Background: an optimization exercise with open tools, aiming at small area, a short achievable clock period and few clock cycles per item. Do not read the settings as production practice.
RTL that was checked went through simulation tests only; none was proved equivalent to the original.
For runs 3 to 6, only the layout was checked, not whether the RTL still works.
Power is estimated from default activity; no workload was simulated.

===== run.sh =====
#!/bin/bash
# synth_recipe.tcl (not shown) runs the flow's synth.tcl, then flattens the netlist and writes it again
# the make line also repeats each setting of config.mk as NAME=value (left out here)
make -C /OpenROAD-flow-scripts/flow DESIGN_CONFIG=/design/flow/config.mk WORK_HOME=/design/flow/orfs CLKGATE_MAP_FILE= SYNTH_SCRIPT=/design/flow/synth_recipe.tcl finish

===== config.mk =====
export PLATFORM = sky130hd
export DESIGN_NAME = pixel_window
export DESIGN_NICKNAME = pixel_window
export VERILOG_FILES = /design/flow/design.v
export SDC_FILE = /design/flow/constraint.sdc
export NUM_CORES = 4
export LEC_CHECK = 0
export CAP_MARGIN = 20
export CORE_MARGIN = 2
export CORE_UTILIZATION = 40
export SLEW_MARGIN = 20

===== constraint.sdc =====
create_clock -name core_clock -period 5.0 [get_ports {clk}]
set_input_delay 1.0000 -clock core_clock [delete_from_list [all_inputs] [get_ports {clk}]]
set_output_delay 1.0000 -clock core_clock [all_outputs]
set_load 0.01 [all_outputs]

===== design.v =====
package pixel_pkg;
    typedef logic [24-1:0] pixel_t;
    typedef logic [$clog2(16+1)-1:0] col_t;
    typedef logic [$clog2(8+4)-1:0] row_t;
endpackage
package ctrl_pkg;
    typedef logic [2:0] bank_t;
    typedef enum logic [1:0] {
        FILL = 2'd0,
        RUN  = 2'd1,
        DONE = 2'd2
    } seq_state_e;
endpackage
module row_sequencer (
    input  logic                     clk,
    input  logic                     rst_n,
    input  logic                     in_valid,
    output logic                     in_ready,
    input  logic                     row_done,
    output logic                     row_active,
    output logic                     frame_done,
    output logic                     wr_en,
    output ctrl_pkg::bank_t          wr_bank,
    output pixel_pkg::col_t          wr_col,
    output ctrl_pkg::bank_t [3:0]    rd_bank
);
    typedef pixel_pkg::row_t row_t;
    typedef pixel_pkg::col_t col_t;
    typedef ctrl_pkg::bank_t bank_t;
    localparam row_t  LAST_ROW  = row_t'(8 - 1);
    localparam col_t  LAST_COL  = col_t'(16 - 1);
    localparam bank_t LAST_BANK = bank_t'(5 - 1);
    ctrl_pkg::seq_state_e state;
    row_t       wr_row;
    col_t       wr_col_q;
    bank_t      wr_bank_q;
    row_t       out_row;
    bank_t      top_bank;
    row_t       need_row;
    row_t       top_row;
    row_t       span;
    logic       in_hs;
    logic       row_end;
    function automatic bank_t bank_add(bank_t base, logic [1:0] off);
        logic [3:0] sum;
        sum = {1'b0, base} + {2'b00, off};
        if (sum >= 4'(5)) begin
            sum = sum - 4'(5);
        end
        bank_add = sum[2:0];
    endfunction
    function automatic logic [1:0] row_off(row_t r, row_t sp, int j);
        logic [1:0] off;
        off = (r == '0 && j > 0) ? 2'(j - 1) : 2'(j);
        if (row_t'(off) > sp) begin
            off = sp[1:0];
        end
        row_off = off;
    endfunction
    assign in_ready = (wr_row < row_t'(8)) && (wr_row <= out_row + row_t'(3));
    assign in_hs    = in_valid && in_ready;
    assign row_end  = in_hs && (wr_col_q == LAST_COL);
    always_ff @(posedge clk or negedge rst_n) begin
        if (!rst_n) begin
            wr_row    <= '0;
            wr_col_q  <= '0;
            wr_bank_q <= '0;
        end else if (in_hs) begin
            wr_col_q <= row_end ? '0 : wr_col_q + col_t'(1);
            if (row_end) begin
                wr_row    <= wr_row + row_t'(1);
                wr_bank_q <= (wr_bank_q == LAST_BANK) ? '0 : wr_bank_q + bank_t'(1);
            end
        end
    end
    assign need_row = (out_row + row_t'(2) > LAST_ROW) ? LAST_ROW : out_row + row_t'(2);
    always_ff @(posedge clk or negedge rst_n) begin
        if (!rst_n) begin
            state    <= ctrl_pkg::FILL;
            out_row  <= '0;
            top_bank <= '0;
        end else begin
            case (state)
                ctrl_pkg::FILL: begin
                    if (wr_row > need_row) begin
                        state <= ctrl_pkg::RUN;
                    end
                end
                ctrl_pkg::RUN: begin
                    if (row_done) begin
                        if (out_row == LAST_ROW) begin
                            state <= ctrl_pkg::DONE;
                        end else begin
                            state   <= ctrl_pkg::FILL;
                            out_row <= out_row + row_t'(1);
                            if (out_row != '0) begin
                                top_bank <= bank_add(top_bank, 2'd1);
                            end
                        end
                    end
                end
                default: state <= state;
            endcase
        end
    end
    assign row_active = (state == ctrl_pkg::RUN);
    assign frame_done = (state == ctrl_pkg::DONE);
    assign top_row = (out_row == '0) ? '0 : out_row - row_t'(1);
    assign span    = LAST_ROW - top_row;
    always_comb begin
        for (int j = 0; j < 4; j++) begin
            rd_bank[j] = bank_add(top_bank, row_off(out_row, span, j));
        end
    end
    assign wr_en   = in_hs;
    assign wr_bank = wr_bank_q;
    assign wr_col  = wr_col_q;
endmodule
module line_store (
    input  logic                      clk,
    input  pixel_pkg::pixel_t         in_pixel,
    input  pixel_pkg::col_t           rd_col,
    output pixel_pkg::pixel_t [3:0]   row_data,
    input  logic                      wr_en,
    input  ctrl_pkg::bank_t           wr_bank,
    input  pixel_pkg::col_t           wr_col,
    input  ctrl_pkg::bank_t [3:0]     rd_bank
);
    typedef pixel_pkg::pixel_t pixel_t;
    typedef pixel_pkg::col_t   col_t;
    localparam int   ADDR_W  = $clog2(16);
    localparam col_t END_COL = col_t'(16);
    pixel_t [5-1:0] bank_q;
    for (genvar b = 0; b < 5; b++) begin : g_bank
        pixel_t mem [0:16-1];
        pixel_t rd_q;
        logic   wr_sel;
        assign wr_sel = wr_en && (wr_bank == ctrl_pkg::bank_t'(b));
        always_ff @(posedge clk) begin
            if (wr_sel) begin
                mem[wr_col[ADDR_W-1:0]] <= in_pixel;
            end else if (rd_col < END_COL) begin
                rd_q <= mem[rd_col[ADDR_W-1:0]];
            end
        end
        assign bank_q[b] = rd_q;
    end
    always_comb begin
        for (int j = 0; j < 4; j++) begin
            row_data[j] = (rd_bank[j] < ctrl_pkg::bank_t'(5)) ? bank_q[rd_bank[j]] : '0;
        end
    end
endmodule
module window_shift (
    input  logic                      clk,
    input  logic                      rst_n,
    input  logic                      row_active,
    input  pixel_pkg::pixel_t [3:0]   row_data,
    output pixel_pkg::col_t           rd_col,
    input  logic                      out_ready,
    output logic                      out_valid,
    output pixel_pkg::pixel_t [15:0]  out_window,
    output logic                      row_done
);
    typedef pixel_pkg::col_t col_t;
    localparam col_t END_COL = col_t'(16);
    col_t       col_ptr;
    logic [2:0] load_cnt;
    logic       primed;
    logic       out_hs;
    logic       shift;
    assign out_valid = (load_cnt == 3'd4);
    assign out_hs    = out_valid && out_ready;
    assign row_done  = out_hs && (col_ptr == END_COL);
    assign shift = primed && ((load_cnt < 3'd4) || (out_hs && (col_ptr != END_COL)));
    assign rd_col = shift ? col_t'(col_ptr + col_t'(1)) : col_ptr;
    always_ff @(posedge clk or negedge rst_n) begin
        if (!rst_n) begin
            primed   <= 1'b0;
            load_cnt <= '0;
            col_ptr  <= '0;
        end else if (row_done) begin
            primed   <= 1'b0;
            load_cnt <= '0;
            col_ptr  <= '0;
        end else begin
            if (row_active && !primed) begin
                primed <= 1'b1;
            end
            if (shift) begin
                col_ptr <= col_ptr + col_t'(1);
                if (load_cnt < 3'd4) begin
                    load_cnt <= load_cnt + 3'd1;
                end
            end
        end
    end
    always_ff @(posedge clk) begin
        if (shift) begin
            for (int i = 0; i < 4; i++) begin
                out_window[i*4]     <= out_window[i*4 + 1];
                out_window[i*4 + 1] <= out_window[i*4 + 2];
                out_window[i*4 + 2] <= out_window[i*4 + 3];
                out_window[i*4 + 3] <= row_data[i];
            end
        end
    end
endmodule
module pixel_window (
    input  logic                      clk,
    input  logic                      rst_n,
    input  logic                      in_valid,
    output logic                      in_ready,
    input  pixel_pkg::pixel_t         in_pixel,
    output logic                      out_valid,
    input  logic                      out_ready,
    output pixel_pkg::pixel_t [15:0]  out_window,
    output logic                      frame_done
);
    pixel_pkg::col_t              rd_col;
    pixel_pkg::pixel_t [3:0]      row_data;
    logic                         row_active;
    logic                         row_done;
    logic                         wr_en;
    ctrl_pkg::bank_t              wr_bank;
    pixel_pkg::col_t              wr_col;
    ctrl_pkg::bank_t [3:0]        rd_bank;
    row_sequencer row_sequencer_inst (
        .clk        (clk),
        .rst_n      (rst_n),
        .in_valid   (in_valid),
        .in_ready   (in_ready),
        .row_done   (row_done),
        .row_active (row_active),
        .frame_done (frame_done),
        .wr_en      (wr_en),
        .wr_bank    (wr_bank),
        .wr_col     (wr_col),
        .rd_bank    (rd_bank)
    );
    line_store line_store_inst (
        .clk      (clk),
        .in_pixel (in_pixel),
        .rd_col   (rd_col),
        .row_data (row_data),
        .wr_en    (wr_en),
        .wr_bank  (wr_bank),
        .wr_col   (wr_col),
        .rd_bank  (rd_bank)
    );
    window_shift window_shift_inst (
        .clk        (clk),
        .rst_n      (rst_n),
        .row_active (row_active),
        .row_data   (row_data),
        .rd_col     (rd_col),
        .out_ready  (out_ready),
        .out_valid  (out_valid),
        .out_window (out_window),
        .row_done   (row_done)
    );
endmodule

==> results of run 1 <==
final timing paths:
path,cells after the start,from,slack (ps),end
min reg2reg,0,window_shift_inst.out_window[353]$_DFFE_PP_,430,window_shift_inst.out_window[329]$_DFFE_PP_
min in group core_clock,0,window_shift_inst.out_window[353]$_DFFE_PP_,430,window_shift_inst.out_window[329]$_DFFE_PP_
max in group asynchronous,1,rst_n,4120,window_shift_inst.col_ptr[1]$_DFF_PN0_
max reg2reg,19,row_sequencer_inst.out_row[2]$_DFFE_PN0P_,380,window_shift_inst.out_window[177]$_SDFFCE_PP0P_
max,19,row_sequencer_inst.out_row[2]$_DFFE_PN0P_,380,window_shift_inst.out_window[177]$_SDFFCE_PP0P_
min,1,rst_n,210,row_sequencer_inst.wr_row[2]$_DFFE_PN0P_
registers in the layout, indices dropped and copies added, names as in the netlist:
register                      cells
line_store_inst.g_bank.mem     1920
row_sequencer_inst.out_row        4
line_store_inst.g_bank.rd_q     120
row_sequencer_inst.state          2
window_shift_inst.col_ptr         5
row_sequencer_inst.wr_col_q       5
row_sequencer_inst.wr_bank_q      3
row_sequencer_inst.top_bank       3
window_shift_inst.load_cnt        3
window_shift_inst.primed          1
row_sequencer_inst.wr_row         4
window_shift_inst.out_window    384
cell type report:
class / count / area share (%)
Clock inverter: 144 / 0.992
Antenna cell: 19 / 0.0373
Tap cell: 3589 / 3.52
Multi-Input combinational cell: 2863 / 27.4
Inverter: 36 / 0.118
Clock buffer: 305 / 5.12
Timing Repair Buffer: 659 / 5.21
Sequential cell: 2454 / 57.6
cell families (layout without fill, tap and decap cells):
group	after synthesis	after routing	share of synthesized area, %
buf+inv	469	1144	1.81
compound gates	760	760	4.81
xor+xnor	18	18	0.164
flops	2454	2454	66.8
fa+ha+maj	52	52	0.612
other cells	2	22	0.00682
mux	1502	1502	23.8
simple gates	528	528	2.00
layer usage:
layer  wire, um  vias to the layer above  GRT usage (%)
met4      14300                       10           9.39
met3      27200                      489           3.97
met5         60                        -              0
li1           -                    25500              -
met2     153000                     2751           36.3
met1     130000                    32900           31.1
worst max-delay path, delay by kind of cell (launching register included):
kind | cells | cell delay, ps
buffers and inverters | 5 | 860
xor gates and xnor gates | 1 | 150
muxes | 1 | 230
AOI/OAI and AO/OA | 5 | 710
DFF | 1 | 480
adders and majority gates | 4 | 1270
and+or+nand+nor | 3 | 610
cells in the final DEF (no fill, tap or decap), types with 19 or more instances in the layout:
master           netlist  layout
o21ai_0              134     134
mux2i_1              394     392
clkbuf_16              0     250
edfxtp_1            2424    2424
bufinv_16              0      21
clkinv_1               0      61
mux4_2               867     867
nor2_1               109      27
mux2_2               241     241
buf_12                 0      57
diode_2                0      19
a32oi_1              119     119
o22ai_1              242     241
clkinv_2               0      44
o21a_1               123     123
nand3_1               67      65
a21oi_1               26      25
o221ai_1              70      70
clkbuf_1             294      48
nor2_2                 0      80
nand2_1              305     305
a22o_1                24      24
dfrtp_1               30      28
inv_1                 33      33
ha_1                  49      48
buf_4                 32     210
clkdlybuf4s50_1        0     389
power by group through the flow:
stage	logic [uW]	clock network [uW]	registers (uW)
floorplan	850	0	23800
global placement	1820	0	24000
detailed placement	1860	0	24100
CTS	1860	18400	23600
global route	1980	19200	23600
finish	1850	18100	23600
per-stage QoR:
step,area (um^2),instances
finish,128000,10100
global route,128000,10100
CTS,127000,10000
detailed placement,120000,9581
global placement,120000,9581
floorplan,110000,5786
what timing repair did:
action | CTS | global route
setup endpoints to repair | 0 | 45
endpoints found under the hold margin | 0 | 0
buffers inserted | 0 | 15
resized for setup | 0 | 3
==> results.py, run 1 <==
metrics = {
    "status": {
        "status": "complete, no violations",
    },
    "cells_and_area": {
        "seqCellArea_um2": 73500,
        "multiInputGateArea_um2": 34900,
        "nFillCells": 22700,
        "fin_nets": 6343,
        "drive_above_1_share_pct": 28.4,
        "postLayoutCoreUtil_pct": 46.6,
        "area_growth_pct": 16.0,
    },
    "worst_setup_path": {
        "critPathKind": "reg -> reg",
        "cpPeakStageDelay_ps": 600,
        "worst_path_max_delay_cell": "fa_1",
        "crit_chain": "inv_1 > ha_1 > a21boi_0 > nor4_1 > a31o_2 > nor2b_1 > a21oi_1 > ha_1 > fa_1 > inv_1 > ha_1 > nor2b_1 > o22ai_1 > buf_4 > xnor2_4 > buf_12 > buf_12 > mux2i_1 > o221ai_1",
        "worstPathArrival_ps": 5260,
        "cp_common_cell": "ha_1",
        "required_ps": 5640,
        "end_kind": "flip-flop",
        "cp_max_fo": 31,
        "critPathLaunchType": "flip-flop",
    },
    "clocking": {
        "clock_path_buffers": 4,
        "root_buffer": "clkbuf_16",
        "cts_tree": "done",
        "cts-buffers-inserted": 249,
        "cts_sinks": 2454,
        "clk-insertion-delay-late_ps": 920,
        "cts_hold_buf": 0,
        "clkTransAtPathRegs_ps": 70,
        "htreeDepth": 4,
    },
    "job": {
        "drv_cap": 0,
    },
    "synth": {
        "dominantRegCellSynth": "edfxtp_1",
        "synthArstFlopShare_pct": 1.22,
        "yosys_warnings": 3,
        "synth_most_common_cell": "edfxtp_1",
        "synth_commonest_cells": "2,424 x edfxtp_1, 867 x mux4_2, 394 x mux2i_1",
        "synthCells": 5785,
        "ys_seq_area_share_pct": 66.8,
        "synth_edf_count": 2424,
        "synth_seq_cells": 2454,
        "syn_area_um2": 110000,
        "ys_top_cells_by_area": "edfxtp_1 66%, mux4_2 18%, mux2i_1 3.6%",
        "synth_top_area_share_pct": 66.1,
        "synth_area_per_cell_um2": 19.0,
        "synth.distinct_cells": 56,
        "synth_area_leader_cell": "edfxtp_1",
    },
    "routing": {
        "wl_per_cell_um": 32.2,
        "wl_um": 324000,
        "drtIter0Drc": 6342,
        "drc": 0,
        "antenna_left": 0,
        "via_count": 61600,
        "drtPass1Iterations": 6,
        "routed_via_density": 6.12,
    },
    "global_routing": {
        "grtUsageTotal_pct": 22.8,
        "grt_pass1_wl_um": 457000,
        "grt_max_degree": 165,
        "grt_pass1_vias": 61000,
        "grt-ovfl-total": 0,
        "grt_antenna_before_repair": 24,
    },
    "floorplan": {
        "die_w_um": 529,
        "initial_utilization_pct": 40.2,
        "ioPinCount": 415,
        "die_area_um2": 279000,
        "die_height_um": 529,
        "row_count": 192,
        "core_area_um2": 274000,
    },
    "timing": {
        "drv_slew": 0,
        "min_period_over_period_pct": 92.3,
        "fin_setup_tns_ps": 0,
        "finalSetupViolCount": 0,
        "tightest_slew_ps": 1160,
        "relSlewSlack_pct": 23.0,
        "max_freq_ghz": 0.217,
        "min_period_ps": 4620,
        "rsz0062_at_grt": "no",
        "hold_viol": 0,
        "layout_setup_ws_ps": 384,
        "skew_ps": 65.2,
        "whs_ps": 209,
    },
    "pwr": {
        "p_leak_uw": 0.0391,
        "power.combinational.fraction_pct": 4.2,
        "peakVddDrop_uv": 288,
        "p_int_uw": 34000,
        "p_seq_share_pct": 54.2,
        "power_switching_uw": 9670,
        "p_per_area_nw_per_um2": 342,
        "total_power_uw": 43600,
        "clkPwrFrac_pct": 41.6,
        "switching_share_pct": 22.2,
    },
    "place": {
        "place_ws_ps": 206,
        "place_congestion": 0.914,
        "hpwlAfterDp_um": 201000,
        "io_buffer_count": 414,
    },
    "hold_path": {
        "min_path_type": "in -> async",
    },
}
Testbench counts, summed over its fixed seeds: cycles 6,400, windows 3,328.
==> run 2, diff against run 1 <==
==> design.v (replaced) <==
package pixel_pkg;
    typedef logic [24-1:0] pixel_t;
    typedef logic [$clog2(16+1)-1:0] col_t;
    typedef logic [$clog2(8+4)-1:0] row_t;
endpackage
package ctrl_pkg;
    typedef logic [2:0] bank_t;
    typedef enum logic [1:0] {
        FILL = 2'd0,
        RUN  = 2'd1,
        DONE = 2'd2
    } seq_state_e;
endpackage
module pixel_window (
    input  logic                      clk,
    input  logic                      rst_n,
    input  logic                      in_valid,
    output logic                      in_ready,
    input  pixel_pkg::pixel_t         in_pixel,
    output logic                      out_valid,
    input  logic                      out_ready,
    output pixel_pkg::pixel_t [15:0]  out_window,
    output logic                      frame_done
);
    localparam int W     = 16;
    localparam int H     = 8;
    localparam int PB    = 24;
    localparam int NPIX  = W * H;
    localparam int NELEM = W * (H + 2);
    localparam int CLEN  = 3 * W + 4;
    localparam int CW    = $clog2(W);
    localparam int SW    = $clog2(NELEM + 1);
    localparam int AW    = $clog2(NPIX + 1);
    typedef logic [PB-1:0] pixel_t;
    pixel_t          chain [0:CLEN-1];
    pixel_t          skid;
    logic            skid_v;
    logic [AW-1:0]   acc_cnt;
    logic [SW-1:0]   elem;        
    logic            acc;
    logic            real_elem;
    logic            req;
    logic            shift;
    logic            top_row;
    logic            win_next;
    logic            skid_v_next;
    logic [AW-1:0]   acc_cnt_next;
    pixel_t          new_elem;
    assign acc       = in_valid && in_ready;
    assign real_elem = (elem < SW'(NPIX));
    assign req       = real_elem ? (skid_v || in_valid && in_ready) : (elem != SW'(NELEM));
    assign shift     = req && (!out_valid || out_ready);
    assign top_row   = (elem < SW'(W));
    assign new_elem  = !real_elem ? chain[W-1] : (skid_v ? skid : in_pixel);
    assign win_next  = (elem[SW-1:CW] >= (SW-CW)'(2)) && (elem[CW-1:0] >= CW'(3));
    assign skid_v_next  = skid_v ? !shift : (acc && !shift);
    assign acc_cnt_next = acc_cnt + AW'(acc);
    always_ff @(posedge clk or negedge rst_n) begin
        if (!rst_n) begin
            in_ready   <= 1'b1;
            skid_v     <= 1'b0;
            acc_cnt    <= '0;
            elem       <= '0;
            out_valid  <= 1'b0;
            frame_done <= 1'b0;
        end else begin
            skid_v    <= skid_v_next;
            acc_cnt   <= acc_cnt_next;
            in_ready  <= !skid_v_next && (acc_cnt_next != AW'(NPIX));
            if (shift) begin
                elem <= elem + SW'(1);
            end
            out_valid <= shift ? win_next : (out_valid && !out_ready);
            if (out_valid && out_ready && elem == SW'(NELEM)) begin
                frame_done <= 1'b1;
            end
        end
    end
    always_ff @(posedge clk) begin
        if (acc && !shift) begin
            skid <= in_pixel;
        end
    end
    always_ff @(posedge clk) begin
        if (shift) begin
            chain[0] <= new_elem;
            for (int p = 1; p < CLEN; p++) begin
                chain[p] <= (p == W && top_row) ? new_elem : chain[p-1];
            end
        end
    end
    always_comb begin
        for (int j = 0; j < 4; j++) begin
            for (int i = 0; i < 4; i++) begin
                out_window[j*4 + i] = chain[(3-j)*W + (3-i)];
            end
        end
    end
endmodule
==> results.py, run 2 <==
metrics = {
    "status": {
        "status": "complete, no violations",
    },
    "routing": {
        "drtIter0Drc": 1492,
        "wl_um": 60000,
        "antenna_left": 0,
        "via_count": 15500,
        "drc": 0,
        "routed_via_density": 4.55,
        "drtPass1Iterations": 4,
        "wl_per_cell_um": 17.6,
    },
    "worst_setup_path": {
        "required_ps": 5340,
        "rrSetupSlack_ps": 1530,
        "critPathLaunchType": "flip-flop",
        "critPathKind": "reg -> reg",
        "worstPathArrival_ps": 3820,
        "cp_max_fo": 124,
        "end_kind": "flip-flop",
    },
    "timing": {
        "min_period_ps": 3470,
        "rsz0062_at_grt": "no",
        "hold_viol": 0,
        "finalSetupViolCount": 0,
        "skew_ps": 35.4,
        "min_period_over_period_pct": 69.5,
        "tightest_slew_ps": 1100,
        "relSlewSlack_pct": 26.9,
        "max_freq_ghz": 0.288,
        "drv_slew": 0,
        "layout_setup_ws_ps": 1530,
    },
    "cells_and_area": {
        "nFillCells": 7729,
        "largest_register_ffs": 1248,
        "fin_nets": 2054,
        "mostFrequentLayoutCells": "1,272 x edfxtp_1, 414 x clkdlybuf4s50_1, 135 x clkbuf_16, 30 x clkbuf_1, 29 x nand2_1",
        "final_common_cell": "edfxtp_1",
        "area_growth_pct": 25.4,
        "antenna_cells": 0,
        "drive_above_1_share_pct": 10.9,
    },
    "synth": {
        "synth_seq_cells": 1292,
        "ys_seq_area_share_pct": 96.9,
        "synth_area_leader_cell": "edfxtp_1",
        "synth_compound_area_share_pct": 0.486,
        "ys_top_cells_by_area": "edfxtp_1 96%, dfrtp_1 1.2%, mux2_2 0.65%",
        "muxShareOfSynthArea_pct": 1.28,
        "dominantRegCellSynth": "edfxtp_1",
        "syn_area_um2": 39900,
        "synth_top_area_share_pct": 95.6,
        "synth.distinct_cells": 33,
        "synth_commonest_cells": "1,272 x edfxtp_1, 29 x nand2_1, 25 x o21ai_1",
        "synth_top_family_by_area": "multiplexers",
        "synth_most_common_cell": "edfxtp_1",
        "synthAdderAreaFrac_pct": 0.125,
        "synth_edf_count": 1272,
        "synth-simple-area-share_pct": 0.721,
        "synth_area_per_cell_um2": 27.3,
        "synthXorXnorAreaFrac_pct": 0.307,
        "synthArstFlopShare_pct": 1.55,
        "yosys_warnings": 2,
        "synthCells": 1463,
    },
    "place": {
        "place_congestion": 0.739,
        "io_buffer_count": 414,
        "place_ws_ps": 1110,
        "hpwlAfterDp_um": 34900,
    },
    "pwr": {
        "total_power_uw": 30200,
        "peakVddDrop_uv": 386,
        "p_per_area_nw_per_um2": 604,
        "power.combinational.fraction_pct": 12.2,
        "p_seq_share_pct": 57.1,
        "clkPwrFrac_pct": 30.7,
        "p_leak_uw": 0.0168,
        "switching_share_pct": 23.1,
        "power_switching_uw": 6990,
        "p_int_uw": 23200,
    },
    "clocking": {
        "clock_path_buffers": 3,
        "root_buffer": "clkbuf_16",
        "clkTransAtPathRegs_ps": 60,
        "post_cts_resized": 0,
        "cts-buffers-inserted": 131,
        "clk-insertion-delay-late_ps": 720,
        "cts_tree": "done",
        "post-cts-setup-buffer-count": 0,
        "cts_sinks": 1292,
        "htreeDepth": 4,
        "cts_hold_buf": 0,
    },
    "global_routing": {
        "grt_antenna_before_repair": 0,
        "grt_pass1_wl_um": 91800,
        "grt-ovfl-total": 0,
        "grt_max_degree": 150,
        "grtUsageTotal_pct": 11.6,
        "grt_pass1_vias": 15800,
    },
    "floorplan": {
        "die_area_um2": 102000,
        "initial_utilization_pct": 40.5,
        "die_height_um": 320,
        "ioPinCount": 415,
        "row_count": 115,
        "die_w_um": 320,
        "core_area_um2": 98700,
    },
    "hold_path": {
        "min_path_type": "reg -> reg",
    },
    "job": {
        "drv_cap": 0,
    },
}
==> run 2: cell types whose count changed after synthesis, moves of 119 or more <==
cell,previous run,this run
a32oi_1,119,0
mux2_2,241,23
clkbuf_1,294,6
o22ai_1,242,0
o21a_1,123,0
edfxtp_1,2424,1272
mux4_2,867,0
nand2_1,305,29
mux2i_1,394,24
o21ai_0,134,1
==> run 2: area by class of cell <==
type | count | area [um^2] | area share, %
tap | 1287 | 1610 | 3.22
clock buffer | 165 | 3490 | 6.97
timing repair buffer | 439 | 4470 | 8.92
clock inverter | 64 | 616 | 1.23
sequential | 1292 | 38700 | 77.3
multi-input combinational | 156 | 1190 | 2.38
inverter | 2 | 7.51 | 0.0150
==> run 2: critical path, stage by stage, from the launching register on <==
cell,delay (ps)
dfrtp_2,1010
a211oi_1,200
a311oi_4,940
buf_12,320
buf_12,460
==> run 2: per-stage QoR <==
step	setup TNS, ps	cells	hold slack [ps]	utilization (%)	area [um^2]
after floorplan	-37590	1463	400	-	40000
after global placement	0	3176	400	46.6	46000
after detailed placement	0	3176	405	46.6	46000
after CTS	0	3405	398	50.7	50100
after global routing	0	3405	415	50.7	50100
final	0	3405	403	50.7	50100
==> run 2: per-layer routing <==
metal / part of all wire [%] / global-route usage, % / wire [um] / up-vias
li1: - / - / - / 7055
met3: 7.0 / 3.77 / 4200 / 114
met4: 2.5 / 4.71 / 1490 / 0
met2: 46 / 17.2 / 27300 / 512
met1: 45 / 16.0 / 27000 / 7798
met5: 0 / 0 / 0 / -
==> run 2: cells by family after synthesis <==
logic type,count (synthesis)
fa+ha+maj,4
simple gates,57
compound gates,33
mux,48
flops,1292
buf+inv,15
xor+xnor,14
==> run 2: power by group through the flow <==
stage,Clock [uW],Combinational (uW),Sequential [uW]
5_1_grt,10000,3930,17600
2_1_floorplan,0,1050,17700
6_report,9280,3700,17300
3_3_place_gp,0,3690,17400
3_5_place_dp,0,3750,17500
4_1_cts,9600,3760,17400
==> run 2: path summary, 6_finish.rpt <==
kind                       cells after the start                   start                endpoint
hold reg to reg                                0  chain[43][4]$_DFFE_PN_  chain[44][4]$_DFFE_PN_
max in group asynchronous                      1                   rst_n     elem[7]$_DFFE_PN0N_
min in group asynchronous                      1                   rst_n  frame_done$_DFFE_PN0P_
hold / removal                                 0  chain[43][4]$_DFFE_PN_  chain[44][4]$_DFFE_PN_
setup reg to reg                               4     elem[7]$_DFFE_PN0N_  chain[18][8]$_DFFE_PN_
setup / recovery                               4     elem[7]$_DFFE_PN0N_  chain[18][8]$_DFFE_PN_
Testbench counts of run 2, summed over its fixed seeds: cycles 5,152, windows 3,328.
==> run 3, diff against run 2 <==
--- a/design.v
+++ b/design.v
@@ -35,29 +35,33 @@
     pixel_t          chain [0:CLEN-1];
     pixel_t          skid;
-    logic            skid_v;
+    logic            skid_v;      
+    logic            virt;        
+    logic            pend;        
+    logic            top_row;     
+    logic            win_flag;    
+    logic            last;        
     logic [AW-1:0]   acc_cnt;
     logic [SW-1:0]   elem;        
+    logic [SW-1:0]   elem_inc;
     logic            acc;
-    logic            real_elem;
-    logic            req;
     logic            shift;
-    logic            top_row;
-    logic            win_next;
     logic            skid_v_next;
     logic [AW-1:0]   acc_cnt_next;
     pixel_t          new_elem;
-    assign acc       = in_valid && in_ready;
-    assign real_elem = (elem < SW'(NPIX));
-    assign req       = real_elem ? (skid_v || in_valid && in_ready) : (elem != SW'(NELEM));
-    assign shift     = req && (!out_valid || out_ready);
-    assign top_row   = (elem < SW'(W));
-    assign new_elem  = !real_elem ? chain[W-1] : (skid_v ? skid : in_pixel);
-    assign win_next  = (elem[SW-1:CW] >= (SW-CW)'(2)) && (elem[CW-1:0] >= CW'(3));
+    assign acc      = in_valid && in_ready;
+    assign shift    = (pend || acc) && (!out_valid || out_ready);
+    assign new_elem = virt ? chain[W-1] : (skid_v ? skid : in_pixel);
     assign skid_v_next  = skid_v ? !shift : (acc && !shift);
     assign acc_cnt_next = acc_cnt + AW'(acc);
+    assign elem_inc     = elem + SW'(1);
     always_ff @(posedge clk or negedge rst_n) begin
         if (!rst_n) begin
             in_ready   <= 1'b1;
             skid_v     <= 1'b0;
+            virt       <= 1'b0;
+            pend       <= 1'b0;
+            top_row    <= 1'b1;
+            win_flag   <= 1'b0;
+            last       <= 1'b0;
             acc_cnt    <= '0;
             elem       <= '0;
@@ -69,8 +73,14 @@
             in_ready  <= !skid_v_next && (acc_cnt_next != AW'(NPIX));
             if (shift) begin
-                elem <= elem + SW'(1);
+                elem     <= elem_inc;
+                virt     <= (elem_inc >= SW'(NPIX));
+                top_row  <= (elem_inc < SW'(W));
+                win_flag <= (elem_inc[SW-1:CW] >= (SW-CW)'(2)) && (elem_inc[CW-1:0] >= CW'(3));
+                last     <= (elem_inc == SW'(NELEM));
             end
-            out_valid <= shift ? win_next : (out_valid && !out_ready);
-            if (out_valid && out_ready && elem == SW'(NELEM)) begin
+            pend      <= skid_v_next || (shift ? (elem_inc >= SW'(NPIX) && elem_inc != SW'(NELEM))
+                                               : (virt && !last));
+            out_valid <= shift ? win_flag : (out_valid && !out_ready);
+            if (out_valid && out_ready && last) begin
                 frame_done <= 1'b1;
             end
--- a/config.mk
+++ b/config.mk
@@ -9,3 +9,4 @@
 export CORE_MARGIN = 2
 export CORE_UTILIZATION = 40
+export SETUP_SLACK_MARGIN = 2.5
 export SLEW_MARGIN = 20
==> results.py, run 3 <==
metrics = {
    "status": {
        "status": "complete, no violations",
    },
    "cells_and_area": {
        "antenna_cells": 0,
        "area_growth_pct": 26.1,
        "seqCellArea_um2": 38800,
        "final_cells": 3507,
        "largest_register_ffs": 1248,
        "fin_nets": 2147,
        "final_common_cell": "edfxtp_1",
        "nFillCells": 7982,
        "mostFrequentLayoutCells": "1,272 x edfxtp_1, 281 x dlygate4sd2_1, 139 x clkbuf_16, 86 x clkdlybuf4s15_1, 62 x buf_4",
        "multiInputGateArea_um2": 1300,
        "drive_above_1_share_pct": 14.6,
    },
    "timing": {
        "fin_setup_tns_ps": 0,
        "min_period_ps": 2460,
        "finalSetupViolCount": 0,
        "min_period_over_period_pct": 49.3,
        "relSlewSlack_pct": 38.1,
        "rsz0062_at_grt": "yes",
        "max_freq_ghz": 0.406,
        "hold_viol": 0,
        "drv_slew": 0,
        "tightest_slew_ps": 929,
        "skew_ps": 23.9,
    },
    "routing": {
        "drtPass1Iterations": 5,
        "drtIter0Drc": 1458,
        "routed_via_density": 4.58,
        "drc": 0,
        "wl_per_cell_um": 17.7,
        "via_count": 16000,
        "wl_um": 62000,
        "antenna_left": 0,
    },
    "place": {
        "io_buffer_count": 414,
        "placed_cells": 3209,
        "hpwlAfterDp_um": 33100,
        "place_congestion": 0.767,
    },
    "synth": {
        "synth_seq_cells": 1297,
        "synth_edf_count": 1272,
        "synth.distinct_cells": 39,
        "synthCells": 1498,
        "synth_top_area_share_pct": 95.0,
        "synth_commonest_cells": "1,272 x edfxtp_1, 38 x nand2_1, 28 x o21ai_0",
        "dominantRegCellSynth": "edfxtp_1",
        "ys_top_cells_by_area": "edfxtp_1 95%, dfrtp_1 1.4%, mux2_2 0.67%",
        "synth_area_leader_cell": "edfxtp_1",
        "ys_seq_area_share_pct": 96.6,
        "syn_area_um2": 40200,
        "synth_most_common_cell": "edfxtp_1",
        "synthArstFlopShare_pct": 1.93,
        "yosys_warnings": 2,
        "synth_area_per_cell_um2": 26.8,
    },
    "floorplan": {
        "core_area_um2": 99900,
        "die_w_um": 321,
        "die_height_um": 321,
        "ioPinCount": 415,
        "initial_utilization_pct": 40.3,
        "die_area_um2": 103000,
        "row_count": 116,
    },
    "pwr": {
        "peakVddDrop_uv": 431,
        "p_per_area_nw_per_um2": 756,
        "p_leak_uw": 0.0182,
    },
    "worst_setup_path": {
        "crit_chain": "clkdlybuf4s50_1 > nand2_8 > inv_4 > o21ai_4 > buf_12 > clkinv_16 > buf_16",
        "critPathKind": "in -> reg",
        "end_kind": "flip-flop",
        "cp_max_fo": 138,
        "cpPeakStageDelay_ps": 580,
        "worstPathArrival_ps": 2780,
        "worst_path_max_delay_cell": "clkdlybuf4s50_1",
        "critPathLaunchType": "input pin",
        "required_ps": 5320,
    },
    "clocking": {
        "cts_tree": "done",
        "cts_sinks": 1297,
        "clock_path_buffers": 3,
        "clk-insertion-delay-late_ps": 700,
        "cts-buffers-inserted": 134,
        "htreeDepth": 4,
        "root_buffer": "clkbuf_16",
        "clkTransAtPathRegs_ps": 60,
        "cts_hold_buf": 0,
    },
    "job": {
        "drv_cap": 0,
    },
    "global_routing": {
        "grt_max_degree": 139,
        "grt_antenna_before_repair": 3,
        "grt_pass1_vias": 16400,
        "grtUsageTotal_pct": 11.9,
        "grt-ovfl-total": 0,
        "grt_pass1_wl_um": 94800,
    },
    "hold_path": {
        "min_path_type": "in -> async",
    },
}
run 3: cell types whose count changed after synthesis, sizes merged, moves of 3 or more:
cell | previous run | this run
nand2 | 29 | 38
nor2 | 5 | 13
and3 | 7 | 2
dfrtp | 19 | 23
nand3 | 4 | 8
nand4 | 4 | 0
a21oi | 0 | 3
o21a | 0 | 3
o21ai | 26 | 29
run 3: per-stage QoR:
stage | area (um^2) | utilization (%) | total power (uW) | setup WS, ps | hold WS [ps]
6_report | 50700 | 50.8 | 38300 | 2540 | 296
5_1_grt | 50700 | 50.8 | 40300 | 2490 | 290
3_3_place_gp | 46100 | 46.2 | 29400 | 1200 | 400
2_1_floorplan | 40300 | - | 25000 | 621 | 400
3_5_place_dp | 46100 | 46.2 | 29700 | 1130 | 405
4_1_cts | 50600 | 50.7 | 38900 | 2490 | 404
run 3: layer usage:
metal / GRT usage (%) / share of wire, %
met2: 17.2 / 44
met1: 16.6 / 46
met5: 0 / 0.021
met4: 4.82 / 2.6
met3: 4.15 / 7.6
run 3: final timing paths:
check / from / endpoint / slack, ps / cells after the start
max: in_valid / chain[38][17]$_DFFE_PP_ / 2540 / 7
min: rst_n / acc_cnt[0]$_DFF_PN0_ / 300 / 1
max reg2reg: in_ready$_DFF_PN1_ / chain[38][17]$_DFFE_PP_ / 2830 / 6
min reg2reg: chain[23][22]$_DFFE_PP_ / chain[24][22]$_DFFE_PP_ / 410 / 0
max in group asynchronous: rst_n / virt$_DFFE_PN0P_ / 4280 / 1
min in group core_clock: chain[23][22]$_DFFE_PP_ / chain[24][22]$_DFFE_PP_ / 410 / 0
run 3: layout make-up:
type                    instances  area share, %
clock inverters                60           1.07
inverters                       4         0.0864
well taps                    1298           3.20
repair buffers                496           9.39
clock buffers                 170           7.05
multi-input cells             181           2.56
repair inverters                1         0.0321
flip-flops and latches       1297           76.6
run 3: critical path: cells and delay by family:
| kind | cells | cell delay, ps |
|---|---|---|
| AND/OR/NAND/NOR | 1 | 80 |
| AO/OA/AOI/OAI | 1 | 60 |
| buffers and inverters | 5 | 1420 |
run 3: kinds of logic after synthesis:
group,count (synthesis),share of synthesized area [%]
xor gates and xnor gates,15,0.327
AOI/OAI and AO/OA,46,0.700
and+or+nand+nor,68,0.728
DFF,1297,96.6
adders and majority gates,4,0.125
muxes,48,1.27
buffers and inverters,20,0.268
run 3: power by group:
part	switching [uW]	internal, uW
logic	3930	2660
clock network	3930	5430
registers	2140	20300
total	9990	28400
run 3: what timing repair did:
item                                    in CTS  in global routing
gates cloned                                 9                  1
endpoints found under the setup margin    1564                531
resized for setup                          519                 20
setup buffers                               52                  6
pin swaps                                    1                  0
==> run 4, diff against run 3 <==
==> flow/run.sh (new file) <==
#!/bin/bash
# The standard layout, with plain buffers on the ports instead of the delay cells that
# buffer_ports would otherwise pick.
set -euo pipefail
export BUFFER_PORTS_ARGS="-buffer_cell sky130_fd_sc_hd__buf_2"
bash standard.sh > standard.log 2>&1
==> standard.sh (new file) <==
#!/bin/bash
# synth_recipe.tcl (not shown) runs the flow's synth.tcl, then flattens the netlist and writes it again
# the make line also repeats each setting of config.mk as NAME=value (left out here)
make -C /OpenROAD-flow-scripts/flow DESIGN_CONFIG=/design/flow/config.mk WORK_HOME=/design/flow/orfs CLKGATE_MAP_FILE= SYNTH_SCRIPT=/design/flow/synth_recipe.tcl "${@:-finish}"
removed: run.sh
==> results.py, run 4 <==
metrics = {
    "status": {
        "status": "complete, no violations",
    },
    "synth": {
        "synth.distinct_cells": 39,
        "ys_top_cells_by_area": "edfxtp_1 95%, dfrtp_1 1.4%, mux2_2 0.67%",
        "yosys_warnings": 2,
        "ys_seq_area_share_pct": 96.6,
        "synth_top_area_share_pct": 95.0,
        "synth_top_family_by_area": "multiplexers",
        "synthCells": 1498,
        "synth_area_per_cell_um2": 26.8,
        "synthAdderAreaFrac_pct": 0.125,
        "synth_most_common_cell": "edfxtp_1",
        "syn_area_um2": 40200,
        "muxShareOfSynthArea_pct": 1.27,
        "synth_edf_count": 1272,
        "synthXorXnorAreaFrac_pct": 0.327,
        "synth_compound_area_share_pct": 0.700,
        "synth_commonest_cells": "1,272 x edfxtp_1, 38 x nand2_1, 28 x o21ai_0",
        "dominantRegCellSynth": "edfxtp_1",
        "synth-simple-area-share_pct": 0.728,
        "synth_area_leader_cell": "edfxtp_1",
        "synthArstFlopShare_pct": 1.93,
        "synth_seq_cells": 1297,
    },
    "worst_setup_path": {
        "worstRegToRegCells": 7,
        "end_kind": "output pin",
        "cp_max_fo": 2,
        "critPathLaunchType": "flip-flop",
        "worstPathArrival_ps": 1410,
        "crit_chain": "buf_2",
        "timing.rr.start": "in_ready$_DFF_PN1_",
        "r2r-end": "chain[35][9]$_DFFE_PP_",
        "rrSetupSlack_ps": 2660,
        "cpPeakStageDelay_ps": 500,
        "critPathKind": "reg -> out",
        "cp_top_family": "flip-flops",
        "worst_path_max_delay_cell": "edfxtp_1",
        "worst-path-buf-inv": 1,
        "required_ps": 4000,
    },
    "global_routing": {
        "grt_max_degree": 162,
        "grt_pass1_wl_um": 90900,
        "grt_pass1_vias": 15900,
        "grtUsageTotal_pct": 11.4,
        "grt-ovfl-total": 0,
        "grt_antenna_before_repair": 4,
    },
    "place": {
        "io_buffer_count": 414,
        "place_ws_ps": 1570,
        "place_congestion": 0.741,
        "placed_area_um2": 44100,
        "hpwlAfterDp_um": 32800,
    },
    "timing": {
        "finalSetupViolCount": 0,
        "whs_ps": 266,
        "min_period_over_period_pct": 48.3,
        "skew_ps": 31.5,
        "min_period_ps": 2410,
        "rsz0062_at_grt": "no",
        "drv_slew": 0,
        "hold_viol": 0,
        "fin_setup_tns_ps": 0,
        "layout_setup_ws_ps": 2590,
        "max_freq_ghz": 0.414,
        "tightest_slew_ps": 968,
        "relSlewSlack_pct": 35.5,
    },
    "floorplan": {
        "die_area_um2": 103000,
        "die_w_um": 321,
        "ioPinCount": 415,
        "row_count": 116,
        "die_height_um": 321,
        "core_area_um2": 99900,
        "initial_utilization_pct": 40.3,
    },
    "cells_and_area": {
        "antenna_cells": 0,
        "final_common_cell": "edfxtp_1",
        "drive_above_1_share_pct": 30.6,
        "postLayoutCoreUtil_pct": 48.5,
        "largest_register_ffs": 1248,
        "mostFrequentLayoutCells": "1,272 x edfxtp_1, 414 x buf_2, 135 x clkbuf_16, 37 x nand2_1, 31 x clkbuf_1",
        "area_growth_pct": 20.4,
        "fin_nets": 2086,
        "fin_area_um2": 48400,
    },
    "clocking": {
        "cts_tree": "done",
        "clock_path_buffers": 3,
        "root_buffer": "clkbuf_16",
        "htreeDepth": 4,
        "clk-insertion-delay-late_ps": 730,
        "cts-buffers-inserted": 134,
        "clkTransAtPathRegs_ps": 60,
        "cts_sinks": 1297,
        "cts_hold_buf": 0,
    },
    "pwr": {
        "peakVddDrop_uv": 470,
        "p_leak_uw": 0.0173,
        "p_per_area_nw_per_um2": 770,
    },
    "routing": {
        "drc": 0,
        "wl_per_cell_um": 17.2,
        "drtIter0Drc": 1330,
        "wl_um": 59500,
        "via_count": 15700,
        "drtPass1Iterations": 4,
        "routed_via_density": 4.55,
        "antenna_left": 0,
    },
    "hold_path": {
        "min_path_type": "in -> async",
    },
    "job": {
        "drv_cap": 0,
    },
}
[run 4: cell counts after synthesis]
No cell type changed its count.
[run 4: timing repair]
action / 4_1_cts / 5_1_grt
buffers inserted: 4 / 0
pin swaps: 1 / 0
gates resized for setup: 0 / 2
cloned: 1 / 0
setup endpoints to repair: 936 / 172
[run 4: cell families (layout without fill, tap and decap cells)]
| logic type | Yosys count | after routing |
|---|---|---|
| multiplexers | 48 | 48 |
| AND/OR/NAND/NOR | 68 | 68 |
| buffers and inverters | 20 | 681 |
| AO/OA/AOI/OAI | 46 | 46 |
| flip-flops | 1297 | 1297 |
| XOR/XNOR | 15 | 15 |
| adder cells (fa/ha/maj) | 4 | 4 |
[run 4: worst max path at each step]
stage | from | to | slack (ps) | cells past startpoint
after floorplan | in_valid | chain[0][0]$_DFFE_PP_ | 620 | 4
after global placement | in_valid | chain[1][1]$_DFFE_PP_ | 1640 | 6
after detailed placement | in_valid | chain[51][18]$_DFFE_PP_ | 1570 | 6
after CTS | chain[19][4]$_DFFE_PP_ | out_window[196] | 2500 | 1
after global routing | chain[19][4]$_DFFE_PP_ | out_window[196] | 2510 | 1
final | chain[19][4]$_DFFE_PP_ | out_window[196] | 2590 | 1
[run 4: through the flow]
| stage | total power, uW | cells |
|---|---|---|
| 2_1_floorplan | 25000 | 1498 |
| 3_3_place_gp | 27700 | 3211 |
| 3_5_place_dp | 28100 | 3211 |
| 4_1_cts | 37900 | 3457 |
| 5_1_grt | 39200 | 3457 |
| 6_report | 37300 | 3457 |
[run 4: layout make-up]
class / instances / area (um^2)
Clock inverter: 74 / 736
Inverter: 4 / 43.8
Multi-Input combinational cell: 181 / 1300
Timing Repair Buffer: 435 / 2350
Fill cell: 8053 / 51400
Tap cell: 1298 / 1620
Sequential cell: 1297 / 38800
Clock buffer: 167 / 3510
Timing Repair inverter: 1 / 16.3
[run 4: power by group]
part | switching [uW] | total [uW] | leakage, uW | internal (uW)
clock network | 4020 | 9490 | 0.00205 | 5460
registers | 2260 | 22500 | 0.0130 | 20300
logic | 3610 | 5220 | 0.00231 | 1600
[run 4: layer usage]
layer | part of all wire [%] | GRT usage, % | wire (um)
met5 | 0.057 | 0 | 34
met4 | 2.7 | 5.12 | 1620
met3 | 7.2 | 3.75 | 4280
met2 | 44 | 16.4 | 26300
met1 | 46 | 15.9 | 27300
==> run 5, diff against run 4 <==
--- a/config.mk
+++ b/config.mk
@@ -8,5 +8,6 @@
 export CAP_MARGIN = 20
 export CORE_MARGIN = 2
-export CORE_UTILIZATION = 40
+export CORE_UTILIZATION = 65
+export PLACE_DENSITY = 0.75
 export SETUP_SLACK_MARGIN = 2.5
 export SLEW_MARGIN = 20
==> results.py, run 5 <==
metrics = {
    "worst_setup_path": {
        "worst-path-buf-inv": 1,
        "end_kind": "output pin",
        "r2r-end": "chain[1][3]$_DFFE_PP_",
        "worst_path_max_delay_cell": "dfstp_2",
        "required_ps": 4000,
        "cp_max_fo": 2,
        "startpoint": "in_ready$_DFF_PN1_",
        "worstRegToRegCells": 6,
        "crit_chain": "buf_4",
        "timing.rr.start": "in_ready$_DFF_PN1_",
        "critPathKind": "reg -> out",
        "crit_cells": 1,
        "crit_end": "in_ready",
        "worstPathArrival_ps": 1410,
        "rrSetupSlack_ps": 2590,
        "critPathLaunchType": "flip-flop",
        "cp_top_family": "flip-flops",
        "cpPeakStageDelay_ps": 590,
    },
    "routing": {
        "drc": 0,
        "wl_um": 58500,
        "routed_via_density": 5.37,
        "drtIter0Drc": 1183,
        "drtPass1Iterations": 5,
        "wl_per_cell_um": 20.0,
        "via_count": 15700,
        "antenna_left": 0,
    },
    "status": {
        "status": "complete, no violations",
    },
    "synth": {
        "synthCells": 1498,
        "synth_most_common_cell": "edfxtp_1",
        "ys_seq_area_share_pct": 96.6,
        "ys_top_cells_by_area": "edfxtp_1 95%, dfrtp_1 1.4%, mux2_2 0.67%",
        "synth_commonest_cells": "1,272 x edfxtp_1, 38 x nand2_1, 28 x o21ai_0",
        "synth_seq_cells": 1297,
        "dominantRegCellSynth": "edfxtp_1",
        "synth_edf_count": 1272,
        "synthArstFlopShare_pct": 1.93,
        "synth.distinct_cells": 39,
        "syn_area_um2": 40200,
        "synth_area_per_cell_um2": 26.8,
        "synth_top_area_share_pct": 95.0,
        "yosys_warnings": 2,
        "synth_area_leader_cell": "edfxtp_1",
    },
    "hold_path": {
        "min_path_type": "in -> async",
    },
    "floorplan": {
        "ioPinCount": 415,
        "row_count": 91,
        "die_area_um2": 63800,
        "initial_utilization_pct": 65.5,
        "die_height_um": 253,
        "die_w_um": 253,
        "core_area_um2": 61400,
    },
    "place": {
        "io_buffer_count": 414,
        "place_congestion": 0.795,
        "placed_cells": 2703,
        "hpwlAfterDp_um": 31600,
    },
    "cells_and_area": {
        "antenna_cells": 0,
        "final_cells": 2921,
        "drive_above_1_share_pct": 30.1,
        "postLayoutCoreUtil_pct": 77.2,
        "area_growth_pct": 17.8,
        "largest_register_ffs": 1248,
        "fin_nets": 2068,
        "mostFrequentLayoutCells": "1,272 x edfxtp_1, 413 x buf_2, 119 x clkbuf_16, 37 x nand2_1, 28 x o21ai_0",
        "final_common_cell": "edfxtp_1",
    },
    "global_routing": {
        "grtUsageTotal_pct": 18.3,
        "grt_pass1_vias": 15400,
        "grt_pass1_wl_um": 87900,
        "grt_max_degree": 182,
        "grt_antenna_before_repair": 0,
        "grt-ovfl-total": 0,
    },
    "timing": {
        "fin_setup_tns_ps": 0,
        "tightest_slew_ps": 919,
        "finalSetupViolCount": 0,
        "drv_slew": 0,
        "whs_ps": 325,
        "min_period_ps": 2410,
        "max_freq_ghz": 0.414,
        "min_period_over_period_pct": 48.3,
        "rsz0062_at_grt": "no",
        "skew_ps": 19.7,
        "hold_viol": 0,
        "relSlewSlack_pct": 38.8,
    },
    "clocking": {
        "clkTransAtPathRegs_ps": 70,
        "htreeDepth": 3,
        "clock_path_buffers": 3,
        "cts-buffers-inserted": 117,
        "cts_tree": "done",
        "root_buffer": "clkbuf_16",
        "cts_sinks": 1297,
        "clk-insertion-delay-late_ps": 660,
    },
    "pwr": {
        "p_leak_uw": 0.0172,
        "p_per_area_nw_per_um2": 777,
        "total_power_uw": 36800,
        "peakVddDrop_uv": 538,
    },
    "job": {
        "drv_cap": 0,
    },
}
[run 5: layer usage]
layer / share of wire [%] / global-route usage (%)
met1: 43 / 26.7
met2: 48 / 27.6
met3: 6.6 / 4.59
met4: 2.6 / 6.46
met5: 0 / 0
[run 5: what timing repair did]
item,in CTS,in global routing
setup endpoints to repair,596,0
setup buffers,3,0
hold buffers,0,0
resized for setup,1,0
[run 5: logic make-up (layout without fill, tap and decap cells)]
kind of cell / Yosys count / in the layout / synth area share [%]
flops: 1297 / 1297 / 96.6
simple gates: 68 / 68 / 0.728
mux: 48 / 48 / 1.27
compound gates: 46 / 46 / 0.700
buf+inv: 20 / 653 / 0.268
xor+xnor: 15 / 15 / 0.327
fa+ha+maj: 4 / 4 / 0.125
[run 5: power breakdown]
group          internal (uW)  switching (uW)  total (uW)
sequential             20300            2270       22600
clock                   5210            3700        8920
combinational           1570            3710        5280
[run 5: worst min-delay path by stage]
stage	startpoint	to	slack, ps	cells past startpoint
6_report	rst_n	last$_DFFE_PN0P_	330	1
5_1_grt	rst_n	frame_done$_DFFE_PN0P_	350	1
4_1_cts	rst_n	frame_done$_DFFE_PN0P_	310	1
3_5_place_dp	chain[10][2]$_DFFE_PP_	chain[11][2]$_DFFE_PP_	400	0
3_3_place_gp	chain[30][13]$_DFFE_PP_	chain[31][13]$_DFFE_PP_	400	0
2_1_floorplan	chain[9][0]$_DFFE_PP_	chain[10][0]$_DFFE_PP_	400	0
[run 5: stage by stage]
step,setup slack (ps),cell area (um^2)
6_report,2590,47400
4_1_cts,2530,47400
3_5_place_dp,1710,43400
3_3_place_gp,1770,43400
5_1_grt,2520,47400
2_1_floorplan,621,40300
[run 5: area by class of cell]
cell class | count | area, um^2
sequential | 1297 | 38800
fill | 3057 | 14000
clock buffer | 141 | 3090
timing repair buffer | 434 | 2310
multi-input combinational | 181 | 1290
tap | 790 | 988
clock inverter | 73 | 783
inverter | 4 | 43.8
timing repair inverter | 1 | 16.3
==> run 6, diff against run 5 <==
--- a/config.mk
+++ b/config.mk
@@ -9,4 +9,6 @@
 export CORE_MARGIN = 2
 export CORE_UTILIZATION = 65
+export CTS_CLUSTER_DIAMETER = 60
+export CTS_CLUSTER_SIZE = 30
 export PLACE_DENSITY = 0.75
 export SETUP_SLACK_MARGIN = 2.5
==> results.py, run 6 <==
metrics = {
    "status": {
        "status": "complete, no violations",
    },
    "floorplan": {
        "die_area_um2": 63800,
        "die_w_um": 253,
        "core_area_um2": 61400,
        "initial_utilization_pct": 65.5,
        "row_count": 91,
        "die_height_um": 253,
        "ioPinCount": 415,
    },
    "global_routing": {
        "grt_pass1_vias": 14300,
        "grtUsageTotal_pct": 16.3,
        "grt_pass1_wl_um": 79900,
        "grt_antenna_before_repair": 0,
        "grt_max_degree": 182,
        "grt-ovfl-total": 0,
    },
    "synth": {
        "synth-simple-area-share_pct": 0.728,
        "synth_seq_cells": 1297,
        "synth_compound_area_share_pct": 0.700,
        "yosys_warnings": 2,
        "synth_top_area_share_pct": 95.0,
        "synth_area_leader_cell": "edfxtp_1",
        "synth_area_per_cell_um2": 26.8,
        "synth_commonest_cells": "1,272 x edfxtp_1, 38 x nand2_1, 28 x o21ai_0",
        "syn_area_um2": 40200,
        "synthCells": 1498,
        "synthArstFlopShare_pct": 1.93,
        "muxShareOfSynthArea_pct": 1.27,
        "synthXorXnorAreaFrac_pct": 0.327,
        "synthAdderAreaFrac_pct": 0.125,
        "synth_most_common_cell": "edfxtp_1",
        "dominantRegCellSynth": "edfxtp_1",
        "ys_seq_area_share_pct": 96.6,
        "synth.distinct_cells": 39,
        "synth_edf_count": 1272,
        "synth_top_family_by_area": "multiplexers",
        "ys_top_cells_by_area": "edfxtp_1 95%, dfrtp_1 1.4%, mux2_2 0.67%",
    },
    "routing": {
        "antenna_left": 0,
        "wl_um": 53600,
        "drc": 0,
        "via_count": 15100,
        "routed_via_density": 5.39,
        "wl_per_cell_um": 19.1,
        "drtPass1Iterations": 5,
        "drtIter0Drc": 1168,
    },
    "worst_setup_path": {
        "critPathKind": "reg -> out",
        "critPathLaunchType": "flip-flop",
        "cp_max_fo": 2,
        "end_kind": "output pin",
        "required_ps": 4000,
        "crit_chain": "clkbuf_4",
        "worst_path_max_delay_cell": "dfstp_2",
        "worstPathArrival_ps": 1420,
        "cp_top_family": "flip-flops",
        "worst-path-buf-inv": 1,
        "cpPeakStageDelay_ps": 600,
    },
    "clocking": {
        "root_buffer": "clkbuf_16",
        "cts-buffers-inserted": 56,
        "cts_tree": "done",
        "htreeDepth": 2,
        "clock_path_buffers": 3,
        "cts_sinks": 1297,
        "clkTransAtPathRegs_ps": 110,
        "clk-insertion-delay-late_ps": 630,
    },
    "cells_and_area": {
        "drive_above_1_share_pct": 27.8,
        "area_growth_pct": 12.8,
        "antenna_cells": 0,
        "nFillCells": 3283,
        "largest_register_ffs": 1248,
        "final_common_cell": "edfxtp_1",
        "mostFrequentLayoutCells": "1,272 x edfxtp_1, 413 x buf_2, 57 x clkbuf_16, 37 x nand2_1, 28 x o21ai_0",
        "fin_nets": 2007,
    },
    "timing": {
        "skew_ps": 26.7,
        "layout_setup_ws_ps": 2580,
        "rsz0062_at_grt": "no",
        "hold_viol": 0,
        "fin_setup_tns_ps": 0,
        "min_period_over_period_pct": 48.5,
        "relSlewSlack_pct": 38.9,
        "tightest_slew_ps": 917,
        "finalSetupViolCount": 0,
        "min_period_ps": 2420,
        "max_freq_ghz": 0.413,
        "drv_slew": 0,
    },
    "pwr": {
        "p_per_area_nw_per_um2": 732,
        "p_leak_uw": 0.0161,
        "peakVddDrop_uv": 595,
    },
    "place": {
        "hpwlAfterDp_um": 31600,
        "io_buffer_count": 414,
        "place_congestion": 0.795,
        "place_ws_ps": 1710,
    },
    "hold_path": {
        "min_path_type": "in -> async",
    },
    "job": {
        "drv_cap": 0,
    },
}
-- run 6: cell types whose count changed in the layout (fill, tap and decap cells not counted), moves of 2 or more --
cell,before,now
clkinvlp_4,0,5
clkinv_1,25,3
clkbuf_8,3,0
inv_6,3,7
clkinv_4,4,2
clkinv_2,23,6
clkbuf_1,19,5
inv_16,0,2
inv_12,0,2
bufinv_16,16,4
inv_8,0,3
clkbuf_16,119,57
-- run 6: cell type report --
class                   instances  area [um^2]  area share [%]
clock buffers                  62         1450            3.19
clock inverters                36          417           0.919
repair inverters                1         16.3          0.0359
repair buffers                434         2310            5.10
inverters                       4         43.8          0.0966
flip-flops and latches       1297        38800            85.6
multi-input cells             181         1290            2.85
well taps                     790          988            2.18
-- run 6: per-stage QoR --
stage	utilization [%]	std cells	instance area [um^2]	hold WS (ps)	power, uW
after global routing	73.9	2805	45300	344	34800
after CTS	73.9	2805	45300	316	33600
after floorplan	-	1498	40300	400	25000
after detailed placement	70.8	2703	43400	405	27900
after global placement	70.8	2703	43400	400	27500
final	73.9	2805	45300	337	33200
-- run 6: path summary, 6_finish.rpt --
kind / start / end / slack, ps / depth (start not counted)
max reg2reg: in_ready$_DFF_PN1_ / chain[42][12]$_DFFE_PP_ / 2620 / 6
max in group asynchronous: rst_n / top_row$_DFFE_PN1P_ / 4290 / 1
min: rst_n / pend$_DFF_PN0_ / 340 / 1
min in group core_clock: chain[8][11]$_DFFE_PP_ / chain[9][11]$_DFFE_PP_ / 410 / 0
max: in_ready$_DFF_PN1_ / in_ready / 2580 / 1
min reg2reg: chain[8][11]$_DFFE_PP_ / chain[9][11]$_DFFE_PP_ / 410 / 0
-- run 6: power breakdown --
| group | internal [uW] | switching [uW] | total, uW | leakage (uW) |
|---|---|---|---|---|
| clock network | 2400 | 3130 | 5530 | 0.000900 |
| registers | 20200 | 2190 | 22400 | 0.0130 |
| logic | 1570 | 3660 | 5220 | 0.00229 |
-- run 6: cell families after synthesis --
kind of cell,Yosys count
DFF,1297
and+or+nand+nor,68
muxes,48
AOI/OAI and AO/OA,46
buffers and inverters,20
xor gates and xnor gates,15
adders and majority gates,4
-- run 6: timing repair --
| item | in CTS | in global routing |
|---|---|---|
| hold buffers | 0 | 0 |
| hold endpoints to repair | 0 | 0 |
| gates resized for setup | 0 | 1 |
| setup endpoints to repair | 595 | 1 |
| buffers inserted | 3 | 0 |
| pin swaps | 1 | 0 |
| gates cloned | 1 | 0 |
-- run 6: routing by layer --
metal / vias to the layer above / routed length (um) / track usage, %
met1: 7697 / 24200 / 24.8
met2: 442 / 25100 / 25.0
li1: 6916 / - / -
met4: 0 / 968 / 3.74
met3: 73 / 3350 / 3.76
met5: - / 0 / 0
==> run 7, diff against run 6 <==
--- a/design.v
+++ b/design.v
@@ -45,9 +45,11 @@
     logic [SW-1:0]   elem_inc;
     logic            acc;
+    logic            in_block;    
     logic            shift;
     logic            skid_v_next;
     logic [AW-1:0]   acc_cnt_next;
     pixel_t          new_elem;
-    assign acc      = in_valid && in_ready;
+    assign in_ready = !in_block;
+    assign acc      = in_valid && !in_block;
     assign shift    = (pend || acc) && (!out_valid || out_ready);
     assign new_elem = virt ? chain[W-1] : (skid_v ? skid : in_pixel);
@@ -57,5 +59,5 @@
     always_ff @(posedge clk or negedge rst_n) begin
         if (!rst_n) begin
-            in_ready   <= 1'b1;
+            in_block   <= 1'b0;
             skid_v     <= 1'b0;
             virt       <= 1'b0;
@@ -71,5 +73,5 @@
             skid_v    <= skid_v_next;
             acc_cnt   <= acc_cnt_next;
-            in_ready  <= !skid_v_next && (acc_cnt_next != AW'(NPIX));
+            in_block  <= skid_v_next || (acc_cnt_next == AW'(NPIX));
             if (shift) begin
                 elem     <= elem_inc;
==> results.py, run 7 <==
metrics = {
    "timing": {
        "min_period_over_period_pct": 49.3,
        "tightest_slew_ps": 874,
        "rsz0062_at_grt": "no",
        "drv_slew": 0,
        "max_freq_ghz": 0.405,
        "skew_ps": 25.3,
        "min_period_ps": 2470,
        "fin_setup_tns_ps": 0,
        "finalSetupViolCount": 0,
        "relSlewSlack_pct": 41.7,
        "hold_viol": 0,
    },
    "synth": {
        "synth_area_per_cell_um2": 26.9,
        "synth.distinct_cells": 46,
        "synth_seq_cells": 1297,
        "synth_area_leader_cell": "edfxtp_1",
        "synth_top_family_by_area": "multiplexers",
        "synthAdderAreaFrac_pct": 0.124,
        "synth_commonest_cells": "1,272 x edfxtp_1, 30 x nand2_1, 29 x o21ai_0",
        "yosys_warnings": 2,
        "synth_edf_count": 1272,
        "synthCells": 1498,
        "ys_top_cells_by_area": "edfxtp_1 95%, dfrtp_1 1.5%, mux2_2 0.67%",
        "syn_area_um2": 40200,
        "synth_top_area_share_pct": 94.9,
        "synthArstFlopShare_pct": 1.93,
        "ys_seq_area_share_pct": 96.5,
        "muxShareOfSynthArea_pct": 1.27,
        "synthXorXnorAreaFrac_pct": 0.326,
        "synth_compound_area_share_pct": 0.712,
        "synth-simple-area-share_pct": 0.867,
        "dominantRegCellSynth": "edfxtp_1",
        "synth_most_common_cell": "edfxtp_1",
    },
    "worst_setup_path": {
        "critPathLaunchType": "input pin",
        "crit_chain": "buf_2 > nor2b_4 > o21ai_4 > clkinv_16 > buf_12",
        "timing.rr.start": "in_block$_DFF_PN0_",
        "rrSetupSlack_ps": 2620,
        "worstRegToRegCells": 4,
        "worst_path_max_delay_cell": "o21ai_4",
        "end_kind": "flip-flop",
        "required_ps": 5250,
        "cpPeakStageDelay_ps": 520,
        "critPathKind": "in -> reg",
        "cp_max_fo": 168,
        "worstPathArrival_ps": 2720,
        "r2r-end": "chain[49][11]$_DFFE_PP_",
    },
    "place": {
        "placed_area_um2": 43400,
        "io_buffer_count": 414,
        "place_congestion": 0.771,
        "placed_cells": 2699,
        "hpwlAfterDp_um": 31300,
    },
    "job": {
        "drv_cap": 0,
    },
    "cells_and_area": {
        "fin_nets": 2000,
        "largest_register_ffs": 1248,
        "final_common_cell": "edfxtp_1",
        "area_growth_pct": 12.6,
        "mostFrequentLayoutCells": "1,272 x edfxtp_1, 414 x buf_2, 56 x clkbuf_16, 30 x nand2_1, 29 x o21ai_0",
        "nFillCells": 3345,
        "drive_above_1_share_pct": 27.6,
        "fin_area_um2": 45300,
        "final_cells": 2795,
    },
    "pwr": {
        "p_leak_uw": 0.0161,
        "p_per_area_nw_per_um2": 692,
        "peakVddDrop_uv": 527,
        "total_power_uw": 31400,
    },
    "routing": {
        "antenna_left": 0,
        "wl_um": 53300,
        "drc": 0,
        "drtPass1Iterations": 5,
        "routed_via_density": 5.42,
        "drtIter0Drc": 1388,
        "wl_per_cell_um": 19.1,
        "via_count": 15100,
    },
    "floorplan": {
        "initial_utilization_pct": 65.5,
        "core_area_um2": 61500,
        "row_count": 91,
        "die_area_um2": 63900,
        "die_height_um": 253,
        "ioPinCount": 415,
        "die_w_um": 253,
    },
    "hold_path": {
        "min_path_type": "in -> async",
    },
    "global_routing": {
        "grt_max_degree": 194,
        "grt-ovfl-total": 0,
        "grt_pass1_vias": 14200,
        "grt_antenna_before_repair": 0,
        "grtUsageTotal_pct": 16.1,
        "grt_pass1_wl_um": 79200,
    },
    "status": {
        "status": "complete, no violations",
    },
    "clocking": {
        "cts-buffers-inserted": 55,
        "clock_path_buffers": 3,
        "htreeDepth": 2,
        "cts_sinks": 1297,
        "clkTransAtPathRegs_ps": 110,
        "cts_tree": "done",
        "clk-insertion-delay-late_ps": 650,
        "root_buffer": "clkbuf_16",
    },
}
==> run 7: cell types whose count changed in the layout (fill, tap and decap cells not counted), sizes merged, moves of 5 or more <==
cell,before,now
nand2,38,30
buf,433,426
clkinvlp,5,0
nand4,0,5
==> run 7: worst max-delay path by stage <==
stage / start / to / slack, ps / depth (start not counted)
finish: in_valid / chain[49][11]$_DFFE_PP_ / 2530 / 5
floorplan: in_valid / last$_DFFE_PN0P_ / 330 / 5
CTS: in_block$_DFF_PN0_ / chain[2][23]$_DFFE_PP_ / 2520 / 4
global route: in_valid / chain[48][2]$_DFFE_PP_ / 2510 / 5
detailed placement: in_valid / chain[2][23]$_DFFE_PP_ / 1840 / 5
global placement: in_valid / chain[4][23]$_DFFE_PP_ / 1910 / 5
==> run 7: layout make-up <==
cell class	count	area, um^2	share of cell area (%)
Timing Repair Buffer	427	2260	5.00
Timing Repair inverter	1	11.3	0.0249
Antenna cell	2	5.00	0.0110
Clock inverter	33	412	0.909
Clock buffer	59	1390	3.07
Tap cell	790	988	2.18
Sequential cell	1297	38800	85.7
Inverter	5	45.0	0.0994
Multi-Input combinational cell	181	1350	2.98
==> run 7: power by group <==
part | total (uW) | internal (uW) | switching [uW] | leakage [uW]
logic | 4460 | 1380 | 3080 | 0.00225
clock network | 5450 | 2370 | 3080 | 0.000887
registers | 21400 | 19400 | 2040 | 0.0130
total | 31400 | 23200 | 8190 | 0.0161
==> run 7: through the flow <==
stage	setup WS, ps	utilization (%)	hold WS, ps
2_1_floorplan	328	-	400
5_1_grt	2510	73.7	333
3_5_place_dp	1840	70.6	405
4_1_cts	2520	73.6	295
3_3_place_gp	1910	70.6	400
6_report	2530	73.7	329
==> run 7: cell families after synthesis <==
logic type / count (synthesis)
flops: 1297
buf+inv: 20
xor+xnor: 15
mux: 48
compound gates: 46
simple gates: 68
fa+ha+maj: 4
==> run 7: timing repair <==
action | CTS | global route
endpoints found under the hold margin | 0 | 0
buffers inserted | 0 | 0
setup endpoints to repair | 0 | 579
gates resized for setup | 0 | 3
hold buffers | 0 | 0
==> run 7: worst max-delay path, delay by kind of cell <==
kind | cells | cell delay [ps]
AND/OR/NAND/NOR | 1 | 140
buffers and inverters | 3 | 850
AO/OA/AOI/OAI | 1 | 520
==> run 7: per-layer routing <==
metal	wire length (um)	GRT usage [%]	vias to the layer above
met3	3320	3.39	82
met4	1480	5.36	0
met2	24600	24.3	447
li1	-	-	6923
met5	0	0	-
met1	23900	24.4	7688
Testbench counts of run 7, summed over its fixed seeds: cycles 5,152, windows 3,328.

==> separate check: timing with driven ports <==
The flow's constraints put no driver on any port. The routed layouts listed below were extracted and timed again, unchanged, in two steps. Step 1 sets driving cells, clkbuf_16 on the clock port and buf_2 on the other inputs (assumed; they add their load-dependent delay and slew). Step 2 moves the port delays by t, midway between the first and last clock arrival at a register: inputs arrive t later, outputs are due t later. That takes back most of the time a late clock gives input paths. Slacks: ideal ports / drivers / drivers and shift; pairs: ideal ports / drivers.
| run | shift t [ns] | slack for setup (ns) | clock arrival spread, ns | cell pins on the clock port's net |
|---|---|---|---|---|
| run 1 | 1.000 | 0.384 / 0.384 / 0.384 | 0.082 / 0.083 | 1 |
| run 2 | 0.765 | 1.526 / 1.526 / 1.130 | 0.035 / 0.036 | 1 |
| run 3 | 0.759 | 2.537 / 2.508 / 1.800 | 0.033 / 0.032 | 1 |
| run 4 | 0.777 | 2.585 / 2.521 / 2.061 | 0.034 / 0.034 | 1 |
| run 5 | 0.705 | 2.586 / 2.529 / 1.968 | 0.023 / 0.024 | 1 |
| run 6 | 0.681 | 2.577 / 2.518 / 2.003 | 0.035 / 0.035 | 1 |
| run 7 | 0.692 | 2.533 / 2.538 / 1.846 | 0.034 / 0.034 | 1 |
After both steps every run listed still meets setup and hold. The setup slack of run 3, which loses most, moves by -0.029 ns with the drivers and by -0.737 ns with both steps.
